Context: an optimization exercise on an open-source flow, tuned for small area. The choices shown serve that exercise and are no tape-out recipe. The RTL was checked by simulation tests, not by an equivalence proof against the original design. Power is estimated from default activity; no workload was simulated.

## two_stack_integer_vm
module two_stack_integer_vm (
  input  wire logic               clk_i,
  input  wire logic               rst_ni,
  input  wire logic               push,
  output logic                    full,
  input  wire logic [3:0]         kind_i,
  input  wire logic signed [31:0] immediate_i,
  output logic                    empty,
  input  wire logic               pop,
  output logic signed [31:0]      value_o,
  output logic [1:0]              status_o
);
For scale: ~1900 cells after synthesis, ~1100 flip-flops, roughly 76 I/O pins, about 0.026 mm² of cells after synthesis.
Settings: LEC_CHECK=0, ABC_AREA=1, CAP_MARGIN=20, CORE_MARGIN=2, CORE_UTILIZATION=40, SLEW_MARGIN=20; clock period 10.0 ns.
standard.sh (not shown) runs the stock make flow with config.mk's settings and CLKGATE_MAP_FILE= SYNTH_SCRIPT=/design/flow/synth_recipe.tcl, a recipe that flattens the netlist after the stock synthesis.
==> flow/flow/run.sh <==
#!/bin/bash
set -euo pipefail
export CTS_ARGS="-sink_clustering_enable -repair_clock_nets -dont_use_dummy_load -buf_list sky130_fd_sc_hd__clkbuf_8 -sink_clustering_size 20 -sink_clustering_max_diameter 60"
export BUFFER_PORTS_ARGS="-buffer_cell sky130_fd_sc_hd__buf_1"
export REMOVE_ABC_BUFFERS=1
export POST_FLOORPLAN_TCL="$(pwd)/flow/downsize.tcl"
export RECOVER_POWER=100
bash standard.sh finish > flow_make.log 2>&1
==> flow/flow/downsize.tcl <==
set db [ord::get_db]
set n 0
foreach inst [[ord::get_db_block] getInsts] {
  set m [[$inst getMaster] getName]
  if {![regexp {^sky130_fd_sc_hd__([a-z0-9]+)_([0-9]+)$} $m -> base drv]} { continue }
  if {[regexp {^(df|edf|sdf|dl|clk|tap|conb|fill|decap|diode)} $base]} { continue }
  if {$drv <= 1} { continue }
  set best ""
  foreach d {0 1} {
    set cand [$db findMaster sky130_fd_sc_hd__${base}_$d]
    if {$cand != "NULL" && $cand != ""} {
      set cur [$inst getMaster]
      if {[expr [$cand getWidth] < [$cur getWidth]] && ($best == "" || [$cand getWidth] < [$best getWidth])} { set best $cand }
    }
  }
  if {$best != ""} { $inst swapMaster $best; incr n }
}
puts "downsize: swapped $n instances"
The baseline completed without violations.
Then changed:
--- a/flow/flow/run.sh
+++ b/flow/flow/run.sh
@@ -4,4 +4,2 @@
 export BUFFER_PORTS_ARGS="-buffer_cell sky130_fd_sc_hd__buf_1"
-export REMOVE_ABC_BUFFERS=1
-export POST_FLOORPLAN_TCL="$(pwd)/flow/downsize.tcl"
 export RECOVER_POWER=100
removed: flow/flow/downsize.tcl
The changed run finished clean.
Design area hardly moves.
Worst setup slack gets better by 0.044 ns.
Non-clock buffer count decreases by 2.
Sequential share of layout area decreases by 0.21 points.
Hold slack is worse by 0.0090 ns.
Routed wire length is higher by 1.7%.
Sequential power stays flat.
Global-route usage rises by 0.28 points.
Synthesized area is unchanged.
Die area stays the same.

========
the previous run:
two_stack_integer_vm, a different RTL version from the one above (not shown whole).
Size in the first run: roughly 1,100 flip-flops, about 76 I/O pins, roughly 0.026 mm² of cells after synthesis.
clock: 10.0 ns
lec_check: 0
abc_area: 1
cap_margin: 20
core_margin: 2
core_utilization: 40
slew_margin: 20
==> flow/flow/run.sh <==
#!/bin/bash
set -euo pipefail
export CTS_ARGS="-sink_clustering_enable -repair_clock_nets -dont_use_dummy_load -buf_list sky130_fd_sc_hd__clkbuf_8 -sink_clustering_size 20 -sink_clustering_max_diameter 60"
export BUFFER_PORTS_ARGS="-buffer_cell sky130_fd_sc_hd__buf_1"
bash standard.sh finish > flow_make.log 2>&1
For the current run, these inputs were changed with respect to the previous run:
==> flow/flow/run.sh <==
#!/bin/bash
set -euo pipefail
export CTS_ARGS="-sink_clustering_enable -repair_clock_nets -dont_use_dummy_load -buf_list sky130_fd_sc_hd__clkbuf_8 -sink_clustering_size 16 -sink_clustering_max_diameter 60"
export BUFFER_PORTS_ARGS="-buffer_cell sky130_fd_sc_hd__buf_1"
bash standard.sh finish > flow_make.log 2>&1
## What came out
From the previous run to the current run, count of multi-input gates did not move at all.
Comparing the current run with the previous run, the global-route met2 utilization came out essentially unchanged.
Any difference in hold slack between the current run and the previous run is small enough to ignore.
The total power draw in the current run was higher than what the previous run gave.
First-pass GRT wire length (the current run over the previous run): increase, about 0.8%
The switching part of the total power on the previous run is in line with that on the current run.
Compared to the previous run, the current run has cell count 14 higher.
Comparing the current run and the previous run, sequential share of layout area is lower on the current run.

-- separate check: timing with driven ports --
In the flow no input, the clock included, has a driving cell. The finished layouts below were timed again as built, in two steps.
Step 1 sets driving cells, clkbuf_16 on the clock port and buf_2 on the other inputs (assumed; they add their load-dependent delay and slew).
Step 2 adds t to the input delays and takes it off the output delays; t is the mean of the earliest and latest rising clock arrival at the registers after step 1. Input paths then give back, and output paths get back, about the clock's delay inside the block.
a / b / c = ideal / step 1 / step 2; a / b = the first two.
run | t (ns) | setup WS [ns] | hold slack, ns | latest minus earliest clock arrival (ns) | worst slew at a driven data input, ns
the first run of note 1 | 0.687 | 3.264 / 3.183 / 3.183 | 0.287 / 0.287 / 0.287 | 0.080 / 0.080 | 0.11
the second run of note 1 | 0.693 | 3.307 / 3.182 / 3.182 | 0.278 / 0.278 / 0.278 | 0.084 / 0.084 | 0.12
the previous run | 0.675 | 3.892 / 3.818 / 3.818 | 0.252 / 0.252 / 0.252 | 0.088 / 0.087 | 0.07
the current run | 0.678 | 3.899 / 3.827 / 3.827 | 0.249 / 0.249 / 0.249 | 0.083 / 0.083 | 0.07
After both steps setup and hold are still met in every run listed. For the second run of note 1, which loses most, drivers alone change the setup slack by -0.125 ns; drivers and shift together by -0.125 ns.
